This is an optimization exercise on Yosys and OpenROAD, whose aim is small area and a short achievable clock period, not a production implementation. Function was checked by simulation only, so behaviour that the tests miss may differ from the original. Power and IR drop assume default switching activity.

run 4:
## frame_buffer_top
module frame_buffer_top (
	input  wire logic                     clk_133M,
	input  wire logic                     rst_133,
	input  wire logic [9:0]               cam_i,         
	input  wire logic                     cam_valid_i,
	output logic [5:0]                     cmd_o,         
	output logic                          cmd_valid_o,
	input  wire logic                     cmd_ready_i,
	output logic [fb_pkg::PIX_W-1:0]      wr_data_o,
	output logic                          wr_valid_o,
	input  wire logic                     wr_ready_i,
	input  wire logic [fb_pkg::PIX_W-1:0] rd_data_i,
	input  wire logic                     rd_valid_i,
	input  wire logic                     frame_start_i,
	output logic [fb_pkg::PIX_W-1:0]      pix_o,
	output logic                          pix_valid_o,
	input  wire logic                     pix_ready_i
);
Size: roughly 4200 cells after synthesis, ~2100 flip-flops.
clock: 5.5 ns
lec_check: 0
abc_clock_period_in_ps: 2500
cap_margin: 20
core_margin: 2
core_utilization: 45
cts_cluster_diameter: 100
cts_cluster_size: 30
setup_slack_margin: 3.0
slew_margin: 20
tns_end_percent: 100
standard.sh (not shown) runs the stock make flow with config.mk's settings and CLKGATE_MAP_FILE= SYNTH_SCRIPT=/design/flow/synth_recipe.tcl, a recipe that flattens the netlist after the stock synthesis.
==> flow/flow/run.sh <==
#!/bin/bash
set -euo pipefail
bash standard.sh \
	"BUFFER_PORTS_ARGS=-buffer_cell sky130_fd_sc_hd__buf_4" \
	SKIP_VT_SWAP=1 SKIP_CRIT_VT_SWAP=1 \
	finish > flow_make.log 2>&1
Relative to run 4, the following input files were edited for run 2:
--- a/flow/design.v
+++ b/flow/design.v
@@ -156,26 +156,32 @@
 		end
 	end
 	always_ff @(posedge clk_133M) begin
 		if (sr_we) begin
 			sr[0] <= din_i;
 			for (int i = 1; i < SLOTS; i++) begin
 				sr[i] <= sr[i-1];
 			end
 		end
 	end
+	logic                       head_ld_din;
+	logic                       head_ld_sr;
+	logic                       head_hold;
+	logic [fb_pkg::PIX_W-1:0]   head_n;
+	assign head_ld_din = do_push && to_head;
+	assign head_ld_sr  = sr_rd;
+	assign head_hold   = !(head_ld_din || head_ld_sr);
+	assign head_n      = ({fb_pkg::PIX_W{head_hold}} & head)
+	                   | ({fb_pkg::PIX_W{head_ld_din}} & din_i)
+	                   | ({fb_pkg::PIX_W{head_ld_sr}} & sr_q);
 	always_ff @(posedge clk_133M) begin
-		if (do_push && to_head) begin
-			head <= din_i;
-		end else if (sr_rd) begin
-			head <= sr_q;
-		end
+		head <= head_n;
 	end
 	always_ff @(posedge clk_133M or negedge rst_133) begin
 		if (!rst_133) begin
 			nempty     <= 1'b0;
 			idx_lo     <= 8'h80;
 			idx_hi     <= 8'h80;
 			sr_empty   <= 1'b1;
 			full       <= 1'b0;
 			ge_burst   <= 1'b0;
 			room_burst <= 1'b1;
@@ -337,22 +343,25 @@
 	assign cmd_o.op   = fb_pkg::mem_op_e'(cmd_op_q);
 	assign cmd_o.bank = cmd_bank;
 	assign cmd_o.row  = cmd_row;
 	assign rd_busy    = st_rd || (st_cmd && cmd_op == fb_pkg::MEM_READ);
 	assign fs_req     = fs_pend || frame_start_i;
 	assign fs_serve   = fs_req && !rd_busy;
 	assign wr_go      = wr_ge_burst_i;
 	assign rd_go      = rd_room_burst_i && !rd_frame_done && !fs_req;
 	assign word_beat  = wr_pop_o || rd_push_o;
 	assign burst_last = word_beat && (word_cnt == 4'(fb_pkg::BURST_LEN - 1));
-	always_ff @(posedge clk_133M) begin
-		if (idle) begin
+	always_ff @(posedge clk_133M or negedge rst_133) begin
+		if (!rst_133) begin
+			cmd_bank <= '0;
+			cmd_row  <= '0;
+		end else if (idle) begin
 			if (wr_go) begin
 				cmd_bank <= banks_nxt_i.cam_bank;
 				cmd_row  <= wr_row;
 			end else begin
 				cmd_bank <= banks_nxt_i.vga_bank;
 				cmd_row  <= rd_row;
 			end
 		end
 	end
 	always_ff @(posedge clk_133M or negedge rst_133) begin
==> notes.md <==
For run 2, the classification of the worst setup path was flip-flop to flip-flop, unlike run 4, where it was flip-flop to primary output.
On clock latency on the worst-skew pair, run 4 and run 2 are basically level.
Global-route usage was lower in run 4 than in run 2.
Going from run 4 to run 2, estimated wirelength of the detail-placed design shrank slightly.
Taking run 4 as 1.0, run 2 lands at 1.10 on total chip power.
The part of the power in combinational logic of run 2 exceeds that of run 4 by 8.4 points.


red:
frame_buffer_top, a different RTL version from the one above (not shown whole).
Size in the first run: about 2100 flip-flops, roughly 75 I/O pins.
==> module burst_scheduler, before the edit <==
module burst_scheduler (
	input  wire logic                     clk_133M,
	input  wire logic                     rst_133,
	input  wire logic                     wr_ge_burst_i,   
	output logic                          wr_pop_o,
	input  wire logic                     rd_room_burst_i,   
	output logic                          rd_push_o,
	output logic                          rd_clear_o,
	input  wire fb_pkg::bank_sel_t        banks_i,
	input  wire fb_pkg::bank_sel_t        banks_nxt_i,
	output fb_pkg::mem_cmd_t              cmd_o,
	output logic                          cmd_valid_o,
	input  wire logic                     cmd_ready_i,
	output logic                          wr_valid_o,
	input  wire logic                     wr_ready_i,
	input  wire logic                     rd_valid_i,
	input  wire logic                     frame_start_i,
	output logic                          cam_frame_done_o,
	output logic                          vga_frame_start_o
);
	logic                       st_cmd;          
	logic                       st_wr;           
	logic                       st_rd;           
	logic                       idle;
	fb_pkg::mem_op_e            cmd_op;          
	logic [1:0]                 cmd_bank;
	logic [fb_pkg::ROW_W-1:0]   cmd_row;
	logic [3:0]                 word_cnt;        
	logic [fb_pkg::ROW_W-1:0]   wr_row;
	logic [fb_pkg::ROW_W-1:0]   rd_row;
	logic               rd_frame_done;   
	logic               fs_pend;         
	logic               fs_req;
	logic               fs_serve;
	logic               rd_busy;
	logic               wr_go;
	logic               rd_go;
	logic               word_beat;
	logic               burst_last;
	logic                       cmd_valid_q;
	logic                       wr_valid_q;
	logic                       cmd_op_q;
	assign cmd_valid_o = cmd_valid_q;
	assign wr_valid_o  = wr_valid_q;
	assign wr_pop_o    = st_wr && wr_ready_i;
	assign rd_push_o   = st_rd && rd_valid_i;
	assign idle        = !(st_cmd || st_wr || st_rd);
	assign cmd_o.op   = fb_pkg::mem_op_e'(cmd_op_q);
	assign cmd_o.bank = cmd_bank;
	assign cmd_o.row  = cmd_row;
	assign rd_busy    = st_rd || (st_cmd && cmd_op == fb_pkg::MEM_READ);
	assign fs_req     = fs_pend || frame_start_i;
	assign fs_serve   = fs_req && !rd_busy;
	assign wr_go      = wr_ge_burst_i;
	assign rd_go      = rd_room_burst_i && !rd_frame_done && !fs_req;
	assign word_beat  = wr_pop_o || rd_push_o;
	assign burst_last = word_beat && (word_cnt == 4'(fb_pkg::BURST_LEN - 1));
	always_ff @(posedge clk_133M) begin
		if (idle) begin
			if (wr_go) begin
				cmd_bank <= banks_nxt_i.cam_bank;
				cmd_row  <= wr_row;
			end else begin
				cmd_bank <= banks_nxt_i.vga_bank;
				cmd_row  <= rd_row;
			end
		end
	end
	always_ff @(posedge clk_133M or negedge rst_133) begin
		if (!rst_133) begin
			cmd_valid_q <= 1'b0;
			wr_valid_q  <= 1'b0;
			cmd_op_q    <= 1'b0;
		end else begin
			if (cmd_valid_q) begin
				cmd_valid_q <= !cmd_ready_i;
			end else if (!(cmd_valid_q || st_wr || st_rd)) begin
				cmd_valid_q <= wr_go || rd_go;
			end
			if (wr_valid_q) begin
				wr_valid_q <= !(wr_ready_i && word_cnt == 4'(fb_pkg::BURST_LEN - 1));
			end else begin
				wr_valid_q <= st_cmd && cmd_ready_i && cmd_op == fb_pkg::MEM_WRITE;
			end
			if (idle && (wr_go || rd_go)) begin
				cmd_op_q <= !wr_go;
			end
		end
	end
	always_ff @(posedge clk_133M or negedge rst_133) begin
		if (!rst_133) begin
			st_cmd            <= 1'b0;
			st_wr             <= 1'b0;
			st_rd             <= 1'b0;
			cmd_op            <= fb_pkg::MEM_WRITE;
			word_cnt          <= '0;
			wr_row            <= '0;
			rd_row            <= '0;
			rd_frame_done     <= 1'b1;   
			fs_pend           <= 1'b0;
			cam_frame_done_o  <= 1'b0;
			vga_frame_start_o <= 1'b0;
		end else begin
			cam_frame_done_o  <= 1'b0;
			vga_frame_start_o <= fs_serve;
			fs_pend           <= fs_req && !fs_serve;
			if (fs_serve) begin
				rd_row        <= '0;
				rd_frame_done <= 1'b0;
			end
			if (word_beat) begin
				word_cnt <= word_cnt + 1'b1;   
			end
			if (idle) begin
				if (wr_go) begin   
					cmd_op <= fb_pkg::MEM_WRITE;
					st_cmd <= 1'b1;
				end else if (rd_go) begin
					cmd_op <= fb_pkg::MEM_READ;
					st_cmd <= 1'b1;
				end
			end
			if (st_cmd && cmd_ready_i) begin
				st_cmd <= 1'b0;
				st_wr  <= (cmd_op == fb_pkg::MEM_WRITE);
				st_rd  <= (cmd_op == fb_pkg::MEM_READ);
			end
			if (st_wr && burst_last) begin
				st_wr <= 1'b0;
				if (wr_row == fb_pkg::ROW_W'(fb_pkg::FRAME_ROWS - 1)) begin
					cam_frame_done_o <= 1'b1;   
				end
				wr_row <= wr_row + 1'b1;
			end
			if (st_rd && burst_last) begin
				st_rd <= 1'b0;
				if (rd_row == fb_pkg::ROW_W'(fb_pkg::FRAME_ROWS - 1)) begin
					rd_frame_done <= 1'b1;   
				end else begin
					rd_row <= rd_row + 1'b1;
				end
			end
		end
	end
	assign rd_clear_o = vga_frame_start_o;   
endmodule
Settings: LEC_CHECK=0, ABC_CLOCK_PERIOD_IN_PS=2500, CAP_MARGIN=20, CORE_MARGIN=2, CORE_UTILIZATION=45, CTS_CLUSTER_DIAMETER=100, CTS_CLUSTER_SIZE=30, SETUP_SLACK_MARGIN=3.0, SLEW_MARGIN=20, TNS_END_PERCENT=100; clock period 5.5 ns.
Scripts as last shown in full above: flow/flow/run.sh
Looking at the reports, red completed the entire flow and the layout it produced met the timing, design-rule and antenna checks.
Inputs modified between red and blue:
-- flow/design.v --
<<< red, line 347
	assign word_beat  = wr_pop_o || rd_push_o;
	assign burst_last = word_beat && (word_cnt == 4'(fb_pkg::BURST_LEN - 1));
	always_ff @(posedge clk_133M) begin
		if (idle) begin
			if (wr_go) begin
				cmd_bank <= banks_nxt_i.cam_bank;
>>> blue, line 347
	assign word_beat  = wr_pop_o || rd_push_o;
	assign burst_last = word_beat && (word_cnt == 4'(fb_pkg::BURST_LEN - 1));
	always_ff @(posedge clk_133M or negedge rst_133) begin
		if (!rst_133) begin
			cmd_bank <= '0;
			cmd_row  <= '0;
		end else if (idle) begin
			if (wr_go) begin
				cmd_bank <= banks_nxt_i.cam_bank;
[summary]
- blue finished every stage and its layout cleared the timing, design-rule and antenna checks.
- On synthesized cell count, blue and red are neck and neck.
- Looking at met2 routing resource usage after global routing across blue and red, the one that comes out lower is red.
- Against red as the reference, blue delivers a lower logic depth of the worst register-to-register path.
- The portion of the post-synthesis area used by sequential elements of red and that of blue are within noise of each other.
- In blue, post-route fraction of the period consumed by the critical path is higher than in red.
- Against red as the reference, blue delivers a higher combinational power.
- blue vs. red: worst hold slack has increased; routed wire length comparable.

what the ideal ports hide:
The results above use ideal ports. As a check the final layouts listed here were re-extracted and re-timed, cells and wires unchanged.
Step 1 (the two cells are an assumption about what drives the block):
set clk [get_ports {clk_133M}]
set_driving_cell -lib_cell sky130_fd_sc_hd__clkbuf_16 $clk
set_driving_cell -lib_cell sky130_fd_sc_hd__buf_2 [delete_from_list [all_inputs] $clk]
Step 2 times the ports against the registers' clock, not the clock port: input delays grow and output delays shrink by t, the midpoint of the rising clock arrivals with the driver on.
Three values: ideal, step 1, step 2; two values: the first two.
run | t (ns) | setup WS [ns] | cell pins on the clock port's net
run 4 | 0.814 | 2.918 / 2.835 / 2.238 | 1
run 2 | 0.817 | 3.021 / 2.966 / 2.217 | 1
red | 0.814 | 2.991 / 2.916 / 2.311 | 1
blue | 0.815 | 2.981 / 2.899 / 2.340 | 1
After both steps setup and hold are still met in every run listed. For run 2, which loses most, drivers alone change the setup slack by -0.055 ns; drivers and shift together by -0.804 ns.
